From an optimization exercise on the open Yosys and OpenROAD flow, aimed at small area, a short achievable clock period and few clock cycles per item; shortcuts taken in it are not production practice. At most, simulation tests tie the RTL to the original design; equivalence was not proved.

Setup of red:
// wavelength_to_rgb_core
module wavelength_to_rgb_core (
  input  logic        clk_i,
  input  logic        rst_ni,
  input  logic        in_valid_i,
  output logic        in_ready_o,
  input  logic [13:0] wavelength_i,
  output logic        out_valid_o,
  input  logic        out_ready_i,
  output logic [7:0]  red_o,
  output logic [7:0]  green_o,
  output logic [7:0]  blue_o
);
==> module w2rgb_mul_rom0, before the edit <==
module w2rgb_mul_rom0 (
  input  logic [6:0] idx_i,
  output logic [15:0] val_o
);
  localparam logic [2047:0] TABLE = 2048'h9e0b9dc39d7c9d349cec9ca59c5d9c159bce9b869b3e9af79aaf9a679a1f99d89e0b9dc39d7c9d349cec9ca59c5d9c159bce9b869b3e9af79aaf9a679a1f99d807a1072306a5062705a9052b04ad042f03b1033302b5023701b9013b00bd003f071a06a5063005ba054504d0045b03e6037102fc02870212019d012800b3003e063305cd056605000499043303cd036603000299023301cd016601000099003309d70933088f07eb074806a40600055c04b80414037002cd0229018500e1003d083e07b5072d06a4061c0593050b048203f9037102e8026001d7014f00c6003e9e0b9dc39d7c9d349cec9ca59c5d9c159bce9b869b3e9af79aaf9a679a1f99d8;
  assign val_o = TABLE[idx_i * 16 +: 16];
endmodule
==> module w2rgb_mul_rom1, before the edit <==
module w2rgb_mul_rom1 (
  input  logic [6:0] idx_i,
  output logic [15:0] val_o
);
  localparam logic [2047:0] TABLE = 2048'h43333eb83a3d35c231472ccc285123d71f5c1ae1166611eb0d7008f5047a000043333eb83a3d35c231472ccc285123d71f5c1ae1166611eb0d7008f5047a000076276e4766665e8656a54ec546e43f0437232f4327621f8217a10fc107e000006db766675f1657c65075492541d43a8433332be324921d4215f10ea1075000006001599b53344cce46674001399a33342ccd26672000199a13330ccd06660000999a8f5d851f7ae270a466675c2951ec47ae3d71333328f61eb8147b0a3d00007fff77776eee66665ddd55554ccc44443bbb33332aaa2222199911110888000043333eb83a3d35c231472ccc285123d71f5c1ae1166611eb0d7008f5047a0000;
  assign val_o = TABLE[idx_i * 16 +: 16];
endmodule
==> module w2rgb_mul_rom2, before the edit <==
module w2rgb_mul_rom2 (
  input  logic [5:0] idx_i,
  output logic [17:0] val_o
);
  localparam logic [1151:0] TABLE = 1152'h3eb84d70a2cccc8f5c1ae1447ae08f5c00003eb84d70a2cccc8f5c1ae1447ae08f5c00006e4717a184ec50fc102f4307e080fc100000666715f1849250ea102be3075080ea100000599b1333840010ccd02667066680ccd000008f5d1eb886667147b03d710a3d8147b000007777199985555111103333088881111000003eb84d70a2cccc8f5c1ae1447ae08f5c0000;
  assign val_o = TABLE[idx_i * 18 +: 18];
endmodule
make LEC_CHECK=0 ABC_AREA=1 CAP_MARGIN=20 CORE_MARGIN=2 CORE_UTILIZATION=45 SETUP_SLACK_MARGIN=3.2 SLEW_MARGIN=20 SYNTH_MEMORY_MAX_BITS=32768 finish   # period 7.0 ns
run.sh (not shown) runs the stock make flow with config.mk's settings and CLKGATE_MAP_FILE= SYNTH_SCRIPT=/design/flow/synth_recipe.tcl, a recipe that flattens the netlist after the stock synthesis.
Relative to red, the following input files were edited for blue:
--- a/flow/design.v
+++ b/flow/design.v
@@ -7,15 +7,15 @@
   localparam logic [13:0] W580 = 14'd9280;
   localparam logic [13:0] W645 = 14'd10320;
   localparam logic [13:0] W700 = 14'd11200;
   localparam logic [13:0] W780 = 14'd12480;
-  localparam logic [2:0] R_LO  = 3'd0;
-  localparam logic [2:0] R_VIO = 3'd1;
-  localparam logic [2:0] R_BLU = 3'd2;
-  localparam logic [2:0] R_CYA = 3'd3;
-  localparam logic [2:0] R_GRN = 3'd4;
-  localparam logic [2:0] R_YEL = 3'd5;
-  localparam logic [2:0] R_RED = 3'd6;
+  localparam logic [2:0] R_LO  = 3'd6;
+  localparam logic [2:0] R_VIO = 3'd0;
+  localparam logic [2:0] R_BLU = 3'd1;
+  localparam logic [2:0] R_CYA = 3'd2;
+  localparam logic [2:0] R_GRN = 3'd3;
+  localparam logic [2:0] R_YEL = 3'd4;
+  localparam logic [2:0] R_RED = 3'd5;
   localparam logic [2:0] R_HI  = 3'd7;
 endpackage
 module w2rgb_gamma_rom (
   input  logic [10:0] idx_i,
@@ -4136,23 +4136,23 @@
 module w2rgb_mul_rom0 (
   input  logic [6:0] idx_i,
   output logic [15:0] val_o
 );
-  localparam logic [2047:0] TABLE = 2048'h9e0b9dc39d7c9d349cec9ca59c5d9c159bce9b869b3e9af79aaf9a679a1f99d89e0b9dc39d7c9d349cec9ca59c5d9c159bce9b869b3e9af79aaf9a679a1f99d807a1072306a5062705a9052b04ad042f03b1033302b5023701b9013b00bd003f071a06a5063005ba054504d0045b03e6037102fc02870212019d012800b3003e063305cd056605000499043303cd036603000299023301cd016601000099003309d70933088f07eb074806a40600055c04b80414037002cd0229018500e1003d083e07b5072d06a4061c0593050b048203f9037102e8026001d7014f00c6003e9e0b9dc39d7c9d349cec9ca59c5d9c159bce9b869b3e9af79aaf9a679a1f99d8;
+  localparam logic [2047:0] TABLE = 2048'h9e0b9dc39d7c9d349cec9ca59c5d9c159bce9b869b3e9af79aaf9a679a1f99d89e0b9dc39d7c9d349cec9ca59c5d9c159bce9b869b3e9af79aaf9a679a1f99d89e0b9dc39d7c9d349cec9ca59c5d9c159bce9b869b3e9af79aaf9a679a1f99d807a1072306a5062705a9052b04ad042f03b1033302b5023701b9013b00bd003f071a06a5063005ba054504d0045b03e6037102fc02870212019d012800b3003e063305cd056605000499043303cd036603000299023301cd016601000099003309d70933088f07eb074806a40600055c04b80414037002cd0229018500e1003d083e07b5072d06a4061c0593050b048203f9037102e8026001d7014f00c6003e;
   assign val_o = TABLE[idx_i * 16 +: 16];
 endmodule
 module w2rgb_mul_rom1 (
   input  logic [6:0] idx_i,
   output logic [15:0] val_o
 );
-  localparam logic [2047:0] TABLE = 2048'h43333eb83a3d35c231472ccc285123d71f5c1ae1166611eb0d7008f5047a000043333eb83a3d35c231472ccc285123d71f5c1ae1166611eb0d7008f5047a000076276e4766665e8656a54ec546e43f0437232f4327621f8217a10fc107e000006db766675f1657c65075492541d43a8433332be324921d4215f10ea1075000006001599b53344cce46674001399a33342ccd26672000199a13330ccd06660000999a8f5d851f7ae270a466675c2951ec47ae3d71333328f61eb8147b0a3d00007fff77776eee66665ddd55554ccc44443bbb33332aaa2222199911110888000043333eb83a3d35c231472ccc285123d71f5c1ae1166611eb0d7008f5047a0000;
+  localparam logic [2047:0] TABLE = 2048'h43333eb83a3d35c231472ccc285123d71f5c1ae1166611eb0d7008f5047a000043333eb83a3d35c231472ccc285123d71f5c1ae1166611eb0d7008f5047a000043333eb83a3d35c231472ccc285123d71f5c1ae1166611eb0d7008f5047a000076276e4766665e8656a54ec546e43f0437232f4327621f8217a10fc107e000006db766675f1657c65075492541d43a8433332be324921d4215f10ea1075000006001599b53344cce46674001399a33342ccd26672000199a13330ccd06660000999a8f5d851f7ae270a466675c2951ec47ae3d71333328f61eb8147b0a3d00007fff77776eee66665ddd55554ccc44443bbb33332aaa22221999111108880000;
   assign val_o = TABLE[idx_i * 16 +: 16];
 endmodule
 module w2rgb_mul_rom2 (
   input  logic [5:0] idx_i,
   output logic [17:0] val_o
 );
-  localparam logic [1151:0] TABLE = 1152'h3eb84d70a2cccc8f5c1ae1447ae08f5c00003eb84d70a2cccc8f5c1ae1447ae08f5c00006e4717a184ec50fc102f4307e080fc100000666715f1849250ea102be3075080ea100000599b1333840010ccd02667066680ccd000008f5d1eb886667147b03d710a3d8147b000007777199985555111103333088881111000003eb84d70a2cccc8f5c1ae1447ae08f5c0000;
+  localparam logic [1151:0] TABLE = 1152'h3eb84d70a2cccc8f5c1ae1447ae08f5c00003eb84d70a2cccc8f5c1ae1447ae08f5c00003eb84d70a2cccc8f5c1ae1447ae08f5c00006e4717a184ec50fc102f4307e080fc100000666715f1849250ea102be3075080ea100000599b1333840010ccd02667066680ccd000008f5d1eb886667147b03d710a3d8147b00000777719998555511110333308888111100000;
   assign val_o = TABLE[idx_i * 18 +: 18];
 endmodule
 module wavelength_to_rgb_core (
   input  logic        clk_i,
--- outcome ---
Compared with red, in blue synthesized area decreased by 3.5% relative to the old numbers. Relative to red, area fraction in and, or, nand and nor cells after synthesis has decreased by 0.92 points in blue. Taking red as the reference, in blue non-clock buffer count went down about 8%, worst-case reg-to-reg path depth went down 4. Cmp red and blue / total vias in the final route / lower: blue. Of red and blue, blue shows the lower met1 track utilization from global routing, with red above it.
Testbench counts of blue, summed over its fixed seeds: cycles 24,032, items 24,000.
The RTL of red was laid out without a check of its function.

[afterwards: timing with drivers on the ports]
The results above use ideal ports. As a check the final layouts listed here were re-extracted and re-timed, cells and wires unchanged.
Step 1 (the two cells are an assumption about what drives the block):
set clk [get_ports {clk_i}]
set_driving_cell -lib_cell sky130_fd_sc_hd__clkbuf_16 $clk
set_driving_cell -lib_cell sky130_fd_sc_hd__buf_2 [delete_from_list [all_inputs] $clk]
Step 2 times the ports against the registers' clock, not the clock port: input delays grow and output delays shrink by t, the midpoint of the rising clock arrivals with the driver on.
Three values: ideal ports, drivers, drivers and shift; two values: the first two.
| run | shift t [ns] | slack for setup (ns) | worst setup path at the end |
|---|---|---|---|
| red | 0.374 | 2.962 / 2.962 / 2.962 | register to register |
| blue | 0.365 | 3.176 / 3.176 / 3.176 | register to register |
After both steps every run listed still meets setup and hold.
